From an optimization exercise on the open Yosys and OpenROAD flow, aimed at a short achievable clock period and few clock cycles; shortcuts taken in it are not production practice.
Function not checked in this run: the RTL went through the layout flow alone.
Power is estimated from default activity; no workload was simulated.

## flow/config.mk

```make
export PLATFORM = sky130hd
export DESIGN_NAME = rv_core
export DESIGN_NICKNAME = rv_core
export VERILOG_FILES = /design/flow/design.v
export SDC_FILE = /design/flow/constraint.sdc
export NUM_CORES = 4
export LEC_CHECK = 0
export ABC_CLOCK_PERIOD_IN_PS = 3000
export CAP_MARGIN = 20
export CORE_MARGIN = 2
export CORE_UTILIZATION = 40
export SETUP_SLACK_MARGIN = 3.8
export SLEW_MARGIN = 20
```

## flow/constraint.sdc

```tcl
create_clock -name core_clock -period 7.0 [get_ports {clk}]
set_input_delay 1.4000 -clock core_clock [delete_from_list [all_inputs] [get_ports {clk}]]
set_output_delay 1.4000 -clock core_clock [all_outputs]
set_load 0.01 [all_outputs]
```

## flow/design.v

```verilog
`timescale 1ns/1ns
package rv_pkg;
    localparam int XLEN        = 32;
    localparam int REG_ADDR_W  = 5;
    localparam int DMEM_WORDS  = 64;
    localparam int DMEM_ADDR_W = $clog2(DMEM_WORDS);
    typedef logic [XLEN-1:0]       word_t;
    typedef logic [REG_ADDR_W-1:0] reg_addr_t;
    typedef enum logic [6:0] {
        OP_REG    = 7'b0110011,
        OP_IMM    = 7'b0010011,
        OP_LOAD   = 7'b0000011,
        OP_STORE  = 7'b0100011,
        OP_BRANCH = 7'b1100011
    } opcode_e;
    typedef enum logic [3:0] {
        ALU_ADD = 4'd0,
        ALU_SUB = 4'd1,
        ALU_AND = 4'd2,
        ALU_OR  = 4'd3,
        ALU_XOR = 4'd4,
        ALU_SLT = 4'd5,
        ALU_SLL = 4'd6,
        ALU_SRL = 4'd7
    } alu_op_e;
    localparam word_t NOP_INSTR = 32'h0000_0013;
endpackage
`timescale 1ns/1ns
`timescale 1ns/1ns
`timescale 1ns/1ns
`timescale 1ns/1ns
`timescale 1ns/1ns
module rv_core (
    input  logic              clk,
    input  logic              reset,
    output rv_pkg::word_t     instr_addr,
    input  rv_pkg::word_t     instr_data,
    output logic              wb_valid,
    output rv_pkg::reg_addr_t wb_rd,
    output rv_pkg::word_t     wb_data
);
    logic [9:0] pc;
    logic        res_valid;
    logic [4:0]  res_rd;
    logic [31:0] res_data;
    logic [31:0] regs [1:31];
    logic [31:0] dmem [64];
    logic        ex_we;
    logic        ex_store;
    logic        ex_branch;
    logic        ex_load;
    logic [4:0]  ex_rd;
    logic [31:0] ex_a;
    logic [31:0] ex_b;
    logic        ex_fa;
    logic        ex_fb;
    logic [5:0]  ex_idx;
    logic        ex_add;
    logic        ex_sub;
    logic        ex_neg;
    logic        ex_slt;
    logic        ex_sll;
    logic        ex_srl;
    logic        ex_xor;
    logic        ex_or;
    logic        ex_and;
    logic        ex_bne;
    logic        ex_pred;
    logic [9:0]  ex_alt_pc;
    assign instr_addr = {20'd0, pc, 2'b00};
    assign wb_valid   = res_valid;
    assign wb_rd      = res_rd;
    assign wb_data    = res_data;
    logic [6:0]  opcode;
    logic [4:0]  rd;
    logic [4:0]  rs1;
    logic [4:0]  rs2;
    logic [2:0]  f3;
    logic        is_reg;
    logic        is_imm;
    logic        is_load;
    logic        is_store;
    logic        is_branch;
    logic [31:0] imm_i;
    logic [31:0] imm_s;
    logic [9:0]  br_off;
    logic [31:0] rv1;
    logic [31:0] rv2;
    logic        fwd1;
    logic        fwd2;
    logic        stall;
    logic        pred;
    logic [9:0]  pc_seq;
    logic [9:0]  pc_tgt;
    logic [7:0]  mem_addr;
    logic        sub_op;
    assign opcode    = instr_data[6:0];
    assign rd        = instr_data[11:7];
    assign f3        = instr_data[14:12];
    assign rs1       = instr_data[19:15];
    assign rs2       = instr_data[24:20];
    assign is_reg    = opcode == 7'b0110011;
    assign is_imm    = opcode == 7'b0010011;
    assign is_load   = opcode == 7'b0000011;
    assign is_store  = opcode == 7'b0100011;
    assign is_branch = opcode == 7'b1100011;
    assign imm_i     = {{20{instr_data[31]}}, instr_data[31:20]};
    assign imm_s     = {{20{instr_data[31]}}, instr_data[31:25], instr_data[11:7]};
    assign br_off    = {instr_data[7], instr_data[30:25], instr_data[11:9]};
    assign rv1 = (rs1 == 5'd0) ? 32'd0 :
                 (res_valid && res_rd == rs1) ? res_data : regs[rs1];
    assign rv2 = (rs2 == 5'd0) ? 32'd0 :
                 (res_valid && res_rd == rs2) ? res_data : regs[rs2];
    assign fwd1 = ex_we && ex_rd == rs1 && rs1 != 5'd0;
    assign fwd2 = ex_we && ex_rd == rs2 && rs2 != 5'd0;
    assign stall    = (is_load || is_store) && fwd1;
    assign mem_addr = rv1[7:0] + (is_store ? imm_s[7:0] : imm_i[7:0]);
    assign pred   = is_branch && ((rs1 == rs2) ? !f3[0] : f3[0]);
    assign pc_seq = pc + 10'd1;
    assign pc_tgt = pc + br_off;
    assign sub_op = (is_reg || is_imm) && ((is_reg && f3 == 3'b000 && instr_data[30]) || f3 == 3'b010);
    logic [31:0] op_a;
    logic [31:0] op_b;
    logic [31:0] sum;
    logic        lt;
    logic [31:0] sll_r;
    logic [31:0] srl_r;
    logic [31:0] ld_data;
    logic [31:0] result;
    logic        taken;
    logic        mispredict;
    assign op_a = ex_fa ? res_data : ex_a;
    assign op_b = ex_fb ? res_data : ex_b;
    assign sum   = op_a + (ex_neg ? ~op_b : op_b) + {31'd0, ex_neg};
    assign lt    = (op_a[31] ^ op_b[31]) ? op_a[31] : sum[31];
    assign sll_r = op_a << op_b[4:0];
    assign srl_r = op_a >> op_b[4:0];
    assign ld_data = dmem[ex_idx];
    assign result = ({32{ex_add | ex_sub}} & sum)
                  | ({32{ex_slt}} & {31'd0, lt})
                  | ({32{ex_sll}} & sll_r)
                  | ({32{ex_srl}} & srl_r)
                  | ({32{ex_xor}} & (op_a ^ op_b))
                  | ({32{ex_or}}  & (op_a | op_b))
                  | ({32{ex_and}} & (op_a & op_b))
                  | ({32{ex_load}} & ld_data);
    assign taken      = (op_a == op_b) ^ ex_bne;
    assign mispredict = ex_branch && (taken != ex_pred);
    always_ff @(posedge clk) begin
        if (reset) begin
            pc <= '0;
        end else if (mispredict) begin
            pc <= ex_alt_pc;
        end else if (!stall) begin
            pc <= pred ? pc_tgt : pc_seq;
        end
    end
    always_ff @(posedge clk) begin
        if (reset || mispredict || stall) begin
            ex_we     <= 1'b0;
            ex_store  <= 1'b0;
            ex_branch <= 1'b0;
        end else begin
            ex_we     <= (is_reg || is_imm || is_load) && rd != 5'd0;
            ex_store  <= is_store;
            ex_branch <= is_branch;
        end
    end
    always_ff @(posedge clk) begin
        ex_rd     <= rd;
        ex_a      <= rv1;
        ex_b      <= (is_imm || is_load) ? imm_i : rv2;
        ex_fa     <= fwd1;
        ex_fb     <= fwd2 && !(is_imm || is_load);
        ex_idx    <= mem_addr[7:2];
        ex_load   <= is_load;
        ex_add    <= (is_reg || is_imm) && (f3 == 3'b011 || (f3 == 3'b000 && !(is_reg && instr_data[30])));
        ex_sub    <= is_reg && f3 == 3'b000 && instr_data[30];
        ex_neg    <= sub_op;
        ex_slt    <= (is_reg || is_imm) && f3 == 3'b010;
        ex_sll    <= (is_reg || is_imm) && f3 == 3'b001;
        ex_srl    <= (is_reg || is_imm) && f3 == 3'b101;
        ex_xor    <= (is_reg || is_imm) && f3 == 3'b100;
        ex_or     <= (is_reg || is_imm) && f3 == 3'b110;
        ex_and    <= (is_reg || is_imm) && f3 == 3'b111;
        ex_bne    <= f3[0];
        ex_pred   <= pred;
        ex_alt_pc <= pred ? pc_seq : pc_tgt;
    end
    always_ff @(posedge clk) begin
        if (reset) begin
            res_valid <= 1'b0;
        end else begin
            res_valid <= ex_we;
        end
    end
    always_ff @(posedge clk) begin
        res_rd   <= ex_rd;
        res_data <= result;
    end
    always_ff @(posedge clk) begin
        if (reset) begin
            for (int i = 1; i < 32; i++) regs[i] <= '0;
        end else if (res_valid) begin
            regs[res_rd] <= res_data;
        end
    end
    always_ff @(posedge clk) begin
        if (reset) begin
            for (int i = 0; i < 64; i++) dmem[i] <= '0;
        end else if (ex_store) begin
            dmem[ex_idx] <= op_b;
        end
    end
endmodule
```

## flow/run.sh

```bash
#!/bin/bash
# synth_recipe.tcl (not shown) runs the flow's synth.tcl, then flattens the netlist and writes it again
# the make line also repeats each setting of config.mk as NAME=value (left out here)
make -C /OpenROAD-flow-scripts/flow DESIGN_CONFIG=/design/flow/config.mk WORK_HOME=/design/flow/orfs CLKGATE_MAP_FILE= SYNTH_SCRIPT=/design/flow/synth_recipe.tcl finish
```

==> summary.txt <==
outcome finished clean; vias in the first global route ~100k; RSZ-0062 raised after global routing yes; fill count ~32000; min Tclk post-route 3.82 ns; pre-CTS setup slack 1.55 ns; fraction of registers with async set or reset after synthesis 0; worst endpoint required time 7.78 ns; pwr dens between 200 and 300 mW/mm2; nets roughly 12000; Fin Setup TNS 0 ns; Final GP Congestion between 0.9 and 1; Routed Antenna Nets 0; setup ws final 3.18 ns; routed len/inst between 30 and 40 um; Post-Route WL around 630000 um; area added between synthesis and finish 21.0%; Sequential Power Share 0.404; Final HPWL DP 331000 um; CP arrival ~4.6 ns; Pwr Total approximately 55000 uW; share of layout cells above drive strength 1 0.245; Starting Density 0.402; clock skew 0.105 ns; count of different cell masters after synthesis 79; Core Area 0.376 mm2; Worst setup EP type register; Die Wd ~600 um; P_sw approximately 18000 uW; # rows between 200 and 250; Final Max Tran Viols 0; Cells after Synth 11336; Yosys warnings 1; Avg Inst Size Synth 13.3 um2; synthesized area around 0.15 mm2; Clock transition at path regs around 0.080 ns; CTS tree yes; Core Util, Final 0.486; initial detailed-routing violation count around 19000; largest net degree at the start of global routing between 100 and 150; port bufs ~80; Setup crit start kind register; Die H 618 um; DRC 0; Synth top area share 0.611; grt ovf 0; global-route wire length before repair 852000 um; fin crit share 0.546; fmax between 0.2 and 0.3 GHz; Clk network pwr share 0.334; Cell Int Power about 37000 uW; clk buf depth 4; dominant cell type by area after synthesis edfxtp_1; # IOs 104; Worst Tran Pin Value roughly 1.2 ns; Die ar. ~0.38 mm2; Slew HR 0.182; CP Class reg -> reg; initial antenna violation count 57; clock latency (worst-skew pair) 1.01 ns; sequential share of the synthesized area 0.631; critical path fanouts, max 14; Hold-fix buffers, CTS 0; via/cell ratio 6.48; area occupied by multi-input gates approximately 0.057 mm2; CTS sink cnt around 3200; max-cap viol count 0; DRT Pass-1 Iters 6; CTS buffer count between 300 and 400; #FFs+latches synth roughly 3200; Post-synth EDFFs slightly above 3000; switch share 0.329; final hold violation count 0; flop2flop setup slack around 3.2 ns; final setup vio count 0; hold crit path type reg -> reg; GR Util All Layers 0.318; Comb power frac 0.262; Area contributors post-synth edfxtp_1, mux4_2, nor2_1, and2_1, a22oi_1; FF+latch area between 0.09 and 0.1 mm2; Leak ~0.065 uW; H-tree depth 5; Root Driver clkbuf_16; detailed-route via count around 110k; Max VDD drop ~260 uV; Main synth FF type edfxtp_1
flip-flops by register name, summed over array words and instances (netlist names), 5 cells and up:
signal     count
regs        1024
res_data      32
ex_idx         6
res_rd         5
dmem        2048
ex_a          32
ex_alt_pc     10
ex_rd          5
ex_b          32
pc            10
through the flow:
stage	instances	hold slack [ns]	area [um2]
2_1_floorplan	11357	0.373	153000
3_3_place_gp	15664	0.395	158000
3_5_place_dp	15667	0.400	158000
4_1_cts	16660	0.393	178000
5_1_grt	16874	0.392	183000
6_report	16899	0.384	183000
cell usage in the layout, fill, tap and decap left out, types with 65 or more instances in the layout:
master / netlist / layout
buf_12: 0 / 134
inv_1: 78 / 71
a221oi_2: 1 / 67
clkbuf_16: 0 / 378
nand2b_4: 0 / 65
dfxtp_1: 150 / 105
and2_1: 1006 / 1002
ha_1: 111 / 90
nand4_1: 97 / 97
nand2_1: 253 / 238
a31oi_1: 184 / 87
edfxtp_1: 3072 / 3072
buf_4: 24 / 577
clkinv_1: 2 / 82
a221oi_1: 183 / 102
a22oi_1: 686 / 640
a22o_1: 178 / 173
o21ai_0: 127 / 70
mux4_2: 631 / 631
nor2_1: 2264 / 2219
buf_6: 2 / 95
mux2i_1: 264 / 193
a21oi_1: 198 / 131
clkinv_2: 0 / 68
logic make-up (layout without fill, tap and decap cells):
group / after synthesis / in the layout / synth area share
adder cells (fa/ha/maj): 113 / 113 / 0.00947
flip-flops: 3222 / 3222 / 0.631
AO/OA/AOI/OAI: 1785 / 1785 / 0.0857
multiplexers: 924 / 925 / 0.114
AND/OR/NAND/NOR: 3935 / 3959 / 0.121
other: 1 / 71 / 0.0000249
XOR/XNOR: 100 / 100 / 0.00580
buffers and inverters: 1256 / 1730 / 0.0325
routing by layer:
metal,vias to the layer above,track usage,share of wire
li1,43240,-,-
met1,55639,0.393,0.34
met2,8771,0.482,0.44
met3,1866,0.0893,0.13
met4,32,0.227,0.085
met5,-,0,0.00041
Yosys cell counts (all sizes together), types with 184 or more instances:
cell and count:
edfxtp 3072, nor2 2264, and2 1006, clkbuf 841
a22oi 686, mux4 631, buf 332, mux2i 265
nand2 253, a21oi 198, a221oi 184, a31oi 184
power groups by stage:
| stage | combinational [uW] | clock [uW] | sequential, uW |
|---|---|---|---|
| CTS | 12300 | 18200 | 22100 |
| finish | 14300 | 18300 | 22100 |
| floorplan | 5250 | 0 | 22300 |
| global placement | 9830 | 0 | 22500 |
| detailed placement | 9870 | 0 | 22500 |
| global route | 14200 | 19000 | 22100 |
final timing paths:
path	start	end	cells past startpoint
worst max-delay path	ex_idx[0]	res_data[17]	11
worst min-delay path	ex_rd[1]	res_rd[1]	0
worst max register to register	ex_idx[0]	res_data[17]	11
worst min register to register	ex_rd[1]	res_rd[1]	0
worst max-delay path, cell delays in order (launching register included):
cell and delay [ns]:
dfxtp_4 0.44, buf_12 0.23, nor3b_4 0.11, buf_12 0.17, buf_16 0.17, buf_12 0.16
a22oi_2 0.15, nand4_1 0.77, a21oi_2 0.39, nand4_1 0.41, a221oi_2 0.37, o211ai_1 0.13
area by class of cell:
type	instances	area share
Clock buffer	421	0.0503
Antenna cell	49	0.000672
Sequential cell	3222	0.522
Tap cell	4994	0.0342
Timing Repair Buffer	1019	0.0702
Multi-Input combinational cell	6904	0.310
Inverter	83	0.00183
Clock inverter	207	0.00985
repair_timing:
| action | 4_1_cts | 5_1_grt |
|---|---|---|
| gates cloned | 95 | 30 |
| buffers inserted | 270 | 158 |
| endpoints found under the hold margin | 0 | 0 |
| endpoints found under the setup margin | 2619 | 703 |
| gates resized for setup | 978 | 449 |
| pin swaps | 164 | 225 |

[what the ideal ports hide]
In the flow no input, the clock included, has a driving cell. The finished layout below was timed again as built, in two steps.
Step 1: set_driving_cell puts a clkbuf_16 on clk and a buf_2 on each other input, an assumption about the parent block.
Step 2 times the ports against the registers' clock, not the clock port: input delays grow and output delays shrink by t, the midpoint of the rising clock arrivals with the driver on.
a / b / c = ideal ports / drivers / drivers and shift; a / b = the first two.
t (ns): 1.069
setup WS [ns]: 3.179 / 2.993 / 1.924
worst setup path after step 2: input to register
worst register clock-pin slew, ns: 0.08 / 0.08
cell pins on the clock port's net: 1
After both steps setup and hold are still met in this run. For this run, drivers alone change the setup slack by -0.186 ns; drivers and shift together by -1.255 ns.
